Context: an optimization exercise on an open-source flow, tuned for small area. The choices shown serve that exercise and are no tape-out recipe. Only simulation tests tie the RTL to the original design; equivalence was not proved. No activity file was given, so power comes from the tool's default toggle rates.

<file path="flow/design.v">
package daq_ctrl_pkg;
	localparam int REG_W  = 7;
	localparam int ADDR_W = 5;
	typedef logic [REG_W-1:0]  reg_word_t;
	typedef logic [ADDR_W-1:0] reg_addr_t;
	typedef struct packed {
		logic      marker;
		reg_word_t data;
	} tx_word_t;
	typedef struct packed {
		logic      strobe;
		reg_addr_t addr;
		reg_word_t data;
	} bank_write_t;
	typedef enum logic [4:0] {
		OP_FULL_RESET  = 5'd0,
		OP_P1_DELAY    = 5'd1,
		OP_P2_DELAY    = 5'd2,
		OP_P3_DELAY    = 5'd3,
		OP_IDELAY_RST  = 5'd4,
		OP_IDELAY_TRIG = 5'd5,
		OP_TRIM_DAC    = 5'd6
	} trig_op_t;
	typedef struct packed {
		logic       full_reset;
		logic [2:0] delay_trig;
		logic       idelay_rst;
		logic       idelay_trig;
		logic       trim_dac_trig;
	} trig_pulses_t;
	typedef enum logic [1:0] {
		ST_BANK_FAST,
		ST_BANK_SLOW,
		ST_RAM
	} dec_state_t;
	typedef struct packed {
		logic     word_ready;
		tx_word_t word;
		logic     complete;
	} rb_link_t;
	typedef struct packed {
		reg_word_t        trig_delay;
		reg_word_t        trig_out_delay;
		logic             trig_out_en;
		logic [8:0][7:0]  bunch_pos;
		logic [5:0]       fb_flags;
		logic [1:0][12:0] const_dac;
		logic             edge_sel;
		reg_word_t        sample_hold_off;
		logic [11:0]      big_trig_delay;
		reg_word_t        trig_out_delay2;
	} timing_ctrl_t;
	function automatic timing_ctrl_t unpack_timing(input reg_word_t [30:0] regs);
		timing_ctrl_t t;
		t.trig_delay     = regs[0];
		t.trig_out_delay = regs[1];
		t.trig_out_en    = |regs[2];
		for (int k = 0; k < 9; k++) begin
			t.bunch_pos[k] = {regs[4 + 2 * k][0], regs[3 + 2 * k]};
		end
		t.fb_flags = regs[21][5:0];
		for (int k = 0; k < 2; k++) begin
			t.const_dac[k] = {regs[23 + 2 * k][5:0], regs[22 + 2 * k]};
		end
		t.edge_sel        = |regs[26];
		t.sample_hold_off = regs[27];
		t.big_trig_delay  = {regs[29][4:0], regs[28]};
		t.trig_out_delay2 = regs[30];
		unpack_timing = t;
	endfunction
endpackage
module cmd_decoder (
	input  logic                       tx_clk,
	input  logic                       rst,
	input  logic [7:0]                 byte_in,
	input  logic                       byte_ready,
	output logic                       byte_unload,
	output daq_ctrl_pkg::bank_write_t  wr_fast,
	output daq_ctrl_pkg::bank_write_t  wr_slow,
	output daq_ctrl_pkg::trig_pulses_t pulses
);
	daq_ctrl_pkg::dec_state_t state;
	daq_ctrl_pkg::reg_addr_t addr_fast;
	daq_ctrl_pkg::reg_addr_t addr_slow;
	daq_ctrl_pkg::trig_op_t op;
	logic decode;
	assign decode = !byte_ready && byte_unload;
	assign op     = daq_ctrl_pkg::trig_op_t'(byte_in[4:0]);
	always_ff @(posedge tx_clk or posedge rst) begin
		if (rst) begin
			state       <= daq_ctrl_pkg::ST_BANK_FAST;
			addr_fast   <= '0;
			addr_slow   <= '0;
			byte_unload <= 1'b0;
			wr_fast     <= '0;
			wr_slow     <= '0;
			pulses      <= '0;
		end else begin
			wr_fast.strobe <= 1'b0;
			wr_slow.strobe <= 1'b0;
			pulses         <= '0;
			if (byte_ready && !byte_unload) begin
				byte_unload <= 1'b1;
			end else if (decode) begin
				byte_unload <= 1'b0;
				if (byte_in[7]) begin
					case (state)
						daq_ctrl_pkg::ST_BANK_FAST: begin
							wr_fast <= {1'b1, addr_fast, byte_in[6:0]};
						end
						daq_ctrl_pkg::ST_BANK_SLOW: begin
							wr_slow <= {1'b1, addr_slow, byte_in[6:0]};
						end
						default: begin
						end
					endcase
				end else if (byte_in[6]) begin
					if (byte_in[5]) begin
						state     <= daq_ctrl_pkg::ST_BANK_SLOW;
						addr_slow <= byte_in[4:0];
					end else begin
						state     <= daq_ctrl_pkg::ST_BANK_FAST;
						addr_fast <= byte_in[4:0];
					end
				end else if (byte_in[5]) begin
					state <= daq_ctrl_pkg::ST_RAM;
				end else begin
					case (op)
						daq_ctrl_pkg::OP_FULL_RESET: begin
							pulses.full_reset <= 1'b1;
						end
						daq_ctrl_pkg::OP_P1_DELAY: begin
							pulses.delay_trig[0] <= 1'b1;
						end
						daq_ctrl_pkg::OP_P2_DELAY: begin
							pulses.delay_trig[1] <= 1'b1;
						end
						daq_ctrl_pkg::OP_P3_DELAY: begin
							pulses.delay_trig[2] <= 1'b1;
						end
						daq_ctrl_pkg::OP_IDELAY_RST: begin
							pulses.idelay_rst <= 1'b1;
						end
						daq_ctrl_pkg::OP_IDELAY_TRIG: begin
							pulses.idelay_trig <= 1'b1;
						end
						daq_ctrl_pkg::OP_TRIM_DAC: begin
							pulses.trim_dac_trig <= 1'b1;
						end
						default: begin
						end
					endcase
				end
			end
		end
	end
endmodule
module ctrl_reg_bank #(
	parameter int N_REGS = 31
) (
	input  logic                                   tx_clk,
	input  logic                                   rst,
	input  daq_ctrl_pkg::bank_write_t              wr,
	input  daq_ctrl_pkg::reg_addr_t                rd_addr,
	output daq_ctrl_pkg::reg_word_t                rd_data,
	output daq_ctrl_pkg::reg_word_t [N_REGS-1:0]   regs
);
	logic wr_in_range;
	logic rd_in_range;
	assign wr_in_range = wr.addr < N_REGS;
	assign rd_in_range = rd_addr < N_REGS;
	always_ff @(posedge tx_clk or posedge rst) begin
		if (rst) begin
			regs <= '0;
		end else if (wr.strobe && wr_in_range) begin
			regs[wr.addr] <= wr.data;
		end
	end
	always_comb begin
		if (rd_in_range) begin
			rd_data = regs[rd_addr];
		end else begin
			rd_data = '0;
		end
	end
endmodule
module reg_readback #(
	parameter int N_REGS = 31
) (
	input  logic                    tx_clk,
	input  logic                    rst,
	input  logic                    tx_en,
	input  logic                    word_loaded,
	input  daq_ctrl_pkg::reg_word_t rd_data,
	output daq_ctrl_pkg::reg_addr_t rd_addr,
	output daq_ctrl_pkg::rb_link_t  link
);
	logic [daq_ctrl_pkg::ADDR_W:0] cnt;
	logic loaded_meta;
	logic loaded_sync;
	logic     word_ready;
	logic     complete;
	daq_ctrl_pkg::tx_word_t word;
	assign rd_addr = cnt[daq_ctrl_pkg::ADDR_W-1:0];
	assign link    = {word_ready, word, complete};
	always_ff @(posedge tx_clk or posedge rst) begin
		if (rst) begin
			cnt         <= '0;
			loaded_meta <= 1'b0;
			loaded_sync <= 1'b0;
			word_ready  <= 1'b0;
			complete    <= 1'b0;
		end else begin
			loaded_meta <= word_loaded;
			loaded_sync <= loaded_meta;
			if (!complete) begin
				if (tx_en) begin
					if (!word_ready && !loaded_sync) begin
						if (cnt == N_REGS) begin
							complete <= 1'b1;
						end else begin
							word_ready <= 1'b1;
						end
					end else if (word_ready && loaded_sync) begin
						word_ready <= 1'b0;
						cnt        <= cnt + 1'b1;
					end
				end
			end else if (!tx_en) begin
				cnt         <= '0;
				loaded_meta <= 1'b0;
				loaded_sync <= 1'b0;
				word_ready  <= 1'b0;
				complete    <= 1'b0;
			end
		end
	end
	always_ff @(posedge tx_clk) begin
		word <= {1'b1, rd_data};
	end
endmodule
module reset_sequencer #(
	parameter int DCM_HOLD_CYCLES = 8500000,
	parameter int IDELAY_GAP      = 10,
	parameter int IDELAY_PULSE    = 10
) (
	input  logic                       tx_clk,
	input  logic                       rst,
	input  daq_ctrl_pkg::trig_pulses_t pulses,
	output logic                       dcm_rst,
	output logic                       idelay_rst_out
);
	localparam int MAX_A     = (DCM_HOLD_CYCLES > IDELAY_GAP) ? DCM_HOLD_CYCLES : IDELAY_GAP;
	localparam int MAX_PHASE = (MAX_A > IDELAY_PULSE) ? MAX_A : IDELAY_PULSE;
	localparam int CNT_W     = $clog2(MAX_PHASE + 1);
	typedef enum logic [1:0] {
		SEQ_IDLE,
		SEQ_DCM,
		SEQ_GAP,
		SEQ_IDELAY
	} seq_state_t;
	seq_state_t       state;
	logic [CNT_W-1:0] cnt;
	always_ff @(posedge tx_clk or posedge rst) begin
		if (rst) begin
			state          <= SEQ_IDLE;
			cnt            <= '0;
			dcm_rst        <= 1'b0;
			idelay_rst_out <= 1'b0;
		end else begin
			cnt <= cnt + 1'b1;
			case (state)
				SEQ_IDLE: begin
					cnt <= '0;
					if (pulses.idelay_rst) begin
						state <= SEQ_GAP;
					end else if (pulses.full_reset) begin
						state   <= SEQ_DCM;
						dcm_rst <= 1'b1;
					end
				end
				SEQ_DCM: begin
					if (cnt == CNT_W'(DCM_HOLD_CYCLES - 1)) begin
						state   <= SEQ_GAP;
						dcm_rst <= 1'b0;
						cnt     <= '0;
					end
				end
				SEQ_GAP: begin
					if (cnt == CNT_W'(IDELAY_GAP - 1)) begin
						state          <= SEQ_IDELAY;
						idelay_rst_out <= 1'b1;
						cnt            <= '0;
					end
				end
				default: begin
					if (cnt == CNT_W'(IDELAY_PULSE - 1)) begin
						state          <= SEQ_IDLE;
						idelay_rst_out <= 1'b0;
						cnt            <= '0;
					end
				end
			endcase
		end
	end
endmodule
module daq_ctrl_top #(
	parameter int FAST_REGS       = 31,
	parameter int SLOW_REGS       = 23,
	parameter int DCM_HOLD_CYCLES = 8500000,
	parameter int IDELAY_GAP      = 10,
	parameter int IDELAY_PULSE    = 10
) (
	input  logic                       tx_clk,
	input  logic                       rst,
	input  logic [7:0]                 byte_in,
	input  logic                       byte_ready,
	input  logic                       tx_en_fast,
	input  logic                       tx_en_slow,
	input  logic                       word_loaded_fast,
	input  logic                       word_loaded_slow,
	output logic                       byte_unload,
	output logic [145:0]               timing,
	output logic [6:0]                 pulses,
	output logic [9:0]                 rb_fast,
	output logic [9:0]                 rb_slow,
	output logic                       dcm_rst,
	output logic                       idelay_rst_out
);
	daq_ctrl_pkg::bank_write_t wr_fast;
	daq_ctrl_pkg::bank_write_t wr_slow;
	daq_ctrl_pkg::reg_word_t [FAST_REGS-1:0] fast_regs;
	daq_ctrl_pkg::reg_addr_t fast_rd_addr;
	daq_ctrl_pkg::reg_word_t fast_rd_data;
	daq_ctrl_pkg::reg_addr_t slow_rd_addr;
	daq_ctrl_pkg::reg_word_t slow_rd_data;
	cmd_decoder u_dec (
		.tx_clk      (tx_clk),
		.rst         (rst),
		.byte_in     (byte_in),
		.byte_ready  (byte_ready),
		.byte_unload (byte_unload),
		.wr_fast     (wr_fast),
		.wr_slow     (wr_slow),
		.pulses      (pulses)
	);
	ctrl_reg_bank #(.N_REGS(FAST_REGS)) u_fast_bank (
		.tx_clk  (tx_clk),
		.rst     (rst),
		.wr      (wr_fast),
		.rd_addr (fast_rd_addr),
		.rd_data (fast_rd_data),
		.regs    (fast_regs)
	);
	ctrl_reg_bank #(.N_REGS(SLOW_REGS)) u_slow_bank (
		.tx_clk  (tx_clk),
		.rst     (rst),
		.wr      (wr_slow),
		.rd_addr (slow_rd_addr),
		.rd_data (slow_rd_data),
		.regs    ()
	);
	reg_readback #(.N_REGS(FAST_REGS)) u_fast_rb (
		.tx_clk      (tx_clk),
		.rst         (rst),
		.tx_en       (tx_en_fast),
		.word_loaded (word_loaded_fast),
		.rd_data     (fast_rd_data),
		.rd_addr     (fast_rd_addr),
		.link        (rb_fast)
	);
	reg_readback #(.N_REGS(SLOW_REGS)) u_slow_rb (
		.tx_clk      (tx_clk),
		.rst         (rst),
		.tx_en       (tx_en_slow),
		.word_loaded (word_loaded_slow),
		.rd_data     (slow_rd_data),
		.rd_addr     (slow_rd_addr),
		.link        (rb_slow)
	);
	reset_sequencer #(
		.DCM_HOLD_CYCLES (DCM_HOLD_CYCLES),
		.IDELAY_GAP      (IDELAY_GAP),
		.IDELAY_PULSE    (IDELAY_PULSE)
	) u_rst_seq (
		.tx_clk         (tx_clk),
		.rst            (rst),
		.pulses         (pulses),
		.dcm_rst        (dcm_rst),
		.idelay_rst_out (idelay_rst_out)
	);
	assign timing = daq_ctrl_pkg::unpack_timing(fast_regs);
endmodule
</file>
<file path="flow/run.sh">
#!/bin/bash
# synth_recipe.tcl (not shown) runs the flow's synth.tcl, then flattens the netlist and writes it again
# the make line also repeats each setting of config.mk as NAME=value (left out here)
make -C /OpenROAD-flow-scripts/flow DESIGN_CONFIG=/design/flow/config.mk WORK_HOME=/design/flow/orfs CLKGATE_MAP_FILE= SYNTH_SCRIPT=/design/flow/synth_recipe.tcl finish
</file>
<file path="flow/config.mk">
export PLATFORM = sky130hd
export DESIGN_NAME = daq_ctrl_top
export DESIGN_NICKNAME = daq_ctrl_top
export VERILOG_FILES = /design/flow/design.v
export SDC_FILE = /design/flow/constraint.sdc
export NUM_CORES = 4
export LEC_CHECK = 0
export CAP_MARGIN = 20
export CORE_MARGIN = 2
export CORE_UTILIZATION = 40
export SLEW_MARGIN = 20
</file>
<file path="flow/constraint.sdc">
create_clock -name core_clock -period 10.0 [get_ports {tx_clk}]
set_input_delay 2.0000 -clock core_clock [delete_from_list [all_inputs] [get_ports {tx_clk}]]
set_output_delay 2.0000 -clock core_clock [all_outputs]
set_load 0.01 [all_outputs]
</file>
==> metrics.md <==
| Metric | Value |
|---|---|
| Fin cells | 2,603 |
| CP Cell Sequence | nor4_1, nand2_1, clkdlybuf4s50_1 |
| Clock Path Buffers | 3 |
| Final min period | approximately 4 ns |
| Postcts setup bufs | 0 |
| Post-placement cell count | 2,503 |
| Max-slew violation count | 0 |
| Status | complete, no violations |
| RePlAce Congestion | around 0.85 |
| Post-CTS Hold Buffers | 0 |
| Yosys warning count | 7 |
| Worst EP required | ~8.0 ns |
| Yosys reg bits | approximately 490 |
| Filler cell count | 5,165 |
| Fin Setup TNS | 0 ns |
| Die Wd | 246 um |
| Hpwl dp | 41,800 um |
| CTS Buf Count | 53 |
| Syn Inst Count | 1,804 |
| Drt wl/cell | 23.6 um |
| VDD IR max | 0.000136 V |
| Fmax | around 0.24 GHz |
| Unrepaired setup endpoints after global routing | no |
| Vias in the first global route | 15.4k |
| Crit path capture type | primary output |
| Post-CTS Resized | 0 |
| Distinct cells, synth | 61 |
| TritonRoute pass-1 iters | 5 |
| Max-cap viol count | 0 |
| Commonest non-fill, non-tap cells in the layout | 467 x dfrtp_1, 214 x mux2_2, 188 x clkdlybuf4s50_1 |
| Num Clock Sinks | 486 |
| ANT nets after route | 0 |
| Actual slew at the worst max-slew pin | 1.19 ns |
| Fin util | 46.1% |
| Dominant synthesized flop cell | dfrtp_1 |
| Synth Cell Area | approximately 0.023 sq mm |
| Ant diodes | 0 |
| Slew margin rel. | 20.4% |
| Clock Pin Slew Worst Setup and Hold Paths | around 0.06 ns |
| Lkg Pwr | 11.8 nW |
| Share of cells above drive strength 1 | roughly a quarter |
| Pre-CTS setup slack | about 5.4 ns |
| Power Density | 230 mW/mm^2 |
| Synth Area per Inst | 13.0 sq um |
| Starting Density | 40.5% |
| Final setup viols | 0 |
| Critical Path Source Type | flip-flop |
| Tcrit/Tclk final | between 40% and 50% |
| Final WS setup | between 5 and 6 ns |
| Worst Hold Class | flip-flop to flip-flop |
| Async S/R FF share, synth | just under 100% |
| Skew final | 0.0283 ns |
| Vias per inst | 5.80 |
| Crit Path Max Fanout | 3 |
| Global-route wire length before repair | 96,400 um |
| Iteration-0 DRC Markers | 1,172 |
| Io pins | around 190 |
| Initial antenna violation count | 0 |
| Critical path arrival | 2.08 ns |
| Die height | 246 um |
| Nets | around 1.8k |
| Max incr delay on CP | 0.52 ns |
| H-tree Lvls | 2 |
| Rows | 88 |
| Largest net degree at the start of global routing | 184 |
| Kind of critical path | flip-flop to primary output |
| Critical path's slowest cell | clkdlybuf4s50_1 |
| CTS tree | built |
| Most common cell after layout, fill and taps aside | dfrtp_1 |
| Total track usage | 20.6% |
| GR Overflow Total | 0 |
| Vias | between 15k and 20k |
| Final Hold Vio Count | 0 |
| Port buffer count | 188 |
| Core area | 0.0578 sq mm |
| Post-Route WL | around 61,000 um |
| Die Area | 0.0605 sq mm |
| Root Buffer | clkbuf_16 |
| Sequential share of the synthesized area | 51.6% |
| Post-synth EDFFs | 0 |
| Worst-Skew Late Latency | approximately 0.62 ns |
| Area growth syn-to-layout | 13.7% |
| DRC | 0 |
## through the flow
| stage | hold slack (ns) | area, sq um | power [W] |
|---|---|---|---|
| CTS | 0.458 | 26600 | 0.00617 |
| finish | 0.459 | 26600 | 0.00612 |
| floorplan | 0.428 | 23400 | 0.00364 |
| detailed placement | 0.444 | 24800 | 0.00417 |
| global route | 0.479 | 26600 | 0.00643 |
| global placement | 0.439 | 24800 | 0.00414 |
## critical path: cells and delay by family (launching register included)
kind,cells,cell delay [ns]
and+or+nand+nor,2,0.56
buffers and inverters,1,0.52
DFF,1,0.40
## per-layer routing
| metal | vias up | wire length (um) | track usage, % |
|---|---|---|---|
| li1 | 6555 | - | - |
| met1 | 8016 | 28500 | 30.5 |
| met2 | 449 | 28200 | 31.0 |
| met3 | 82 | 3450 | 3.98 |
| met4 | 0 | 1250 | 5.56 |
| met5 | - | 0 | 0 |
## flip-flops by register name, indices dropped and copies added, names as in the netlist, 2 cells and up
signal            count
u_dec.addr_fast       5
u_slow_rb.cnt         6
u_fast_bank.regs    217
u_dec.addr_slow       5
u_dec.wr_slow        13
u_rst_seq.cnt        24
u_fast_rb.cnt         6
u_fast_rb.word        7
u_rst_seq.state       2
u_slow_bank.regs    161
u_dec.wr_fast        13
u_dec.state           2
u_dec.pulses          7
u_slow_rb.word        7
## synthesized netlist by cell type (6+ instances only)
cell	number	share of area, %
a21oi_1	9	0.19
a22o_1	127	4.7
a22oi_1	6	0.19
a32o_1	67	2.9
and2_1	9	0.24
and3_1	14	0.37
buf_1	8	0.13
buf_2	25	0.53
buf_4	156	5.0
clkbuf_1	83	1.3
dfrtp_1	472	50
dfxtp_1	14	1.2
ha_1	20	1.1
inv_1	31	0.50
mux2_2	214	10
mux2_4	14	0.90
mux2i_1	21	0.90
mux4_2	94	9.0
nand2_1	95	1.5
nand2b_1	9	0.24
nand3_1	45	0.96
nand4_1	12	0.32
nor2_1	58	0.93
nor2b_1	12	0.32
nor3_1	25	0.53
nor3b_1	6	0.19
nor4_1	15	0.40
o211ai_1	33	1.1
o21ai_0	20	0.43
o22ai_1	7	0.19
xnor2_1	16	0.60
xor2_1	17	0.64
## cells by family (layout without fill, tap and decap cells)
kind of cell	after synthesis	in the layout	synth area share [%]
multiplexers	344	344	21.2
buffers and inverters	307	340	7.65
AND/OR/NAND/NOR	326	326	6.98
other	1	2	0.0160
AO/OA/AOI/OAI	287	287	10.3
XOR/XNOR	33	33	1.23
adder cells (fa/ha/maj)	20	20	1.07
flip-flops	486	486	51.6
## worst paths after layout
kind	startpoint	endpoint	slack, ns	cells after the start
hold / removal	u_fast_rb.loaded_meta	u_fast_rb.loaded_sync	0.46	1
min in group asynchronous	rst	u_fast_bank.regs[63]	1.72	2
hold reg to reg	u_fast_rb.loaded_meta	u_fast_rb.loaded_sync	0.46	1
setup / recovery	u_fast_bank.regs[18]	timing[131]	5.92	3
max in group asynchronous	rst	u_slow_bank.regs[39]	5.96	4
setup reg to reg	u_dec.wr_fast[7]	u_fast_bank.regs[142]	6.88	6
## final cells by class
class | count | area, sq um | area share [%]
multi-input combinational | 1012 | 9600 | 36.1
clock buffer | 77 | 1570 | 5.88
inverter | 31 | 120 | 0.451
tap | 765 | 957 | 3.59
sequential | 486 | 12100 | 45.4
clock inverter | 23 | 230 | 0.865
timing repair buffer | 209 | 2050 | 7.71
## report_power, final
| part | internal [W] | switching (W) |
|---|---|---|
| logic | 0.000675 | 0.000941 |
| registers | 0.00217 | 0.000350 |
| clock network | 0.00117 | 0.000816 |

==> what the ideal ports hide <==
No port has a modelled driver above. Below, the same layout with a new extraction and two added sets of constraints. Step 1, drivers: a clkbuf_16 drives tx_clk and a buf_2 each remaining input, both assumed. Step 2 moves the port delays by t, midway between the first and last clock arrival at a register: inputs arrive t later, outputs are due t later. That takes back most of the time a late clock gives input paths. a / b / c = no drivers / after step 1 / after step 2; a / b = the first two.
t (ns): 0.653
slack for setup (ns): 5.915 / 5.861 / 5.332
worst setup path after step 2: input, reset recovery
cell pins on the clock port's net: 1
After both steps this run still meets setup and hold. The setup slack of this run moves by -0.054 ns with the drivers and by -0.583 ns with both steps. Setup slack includes reset recovery checks.
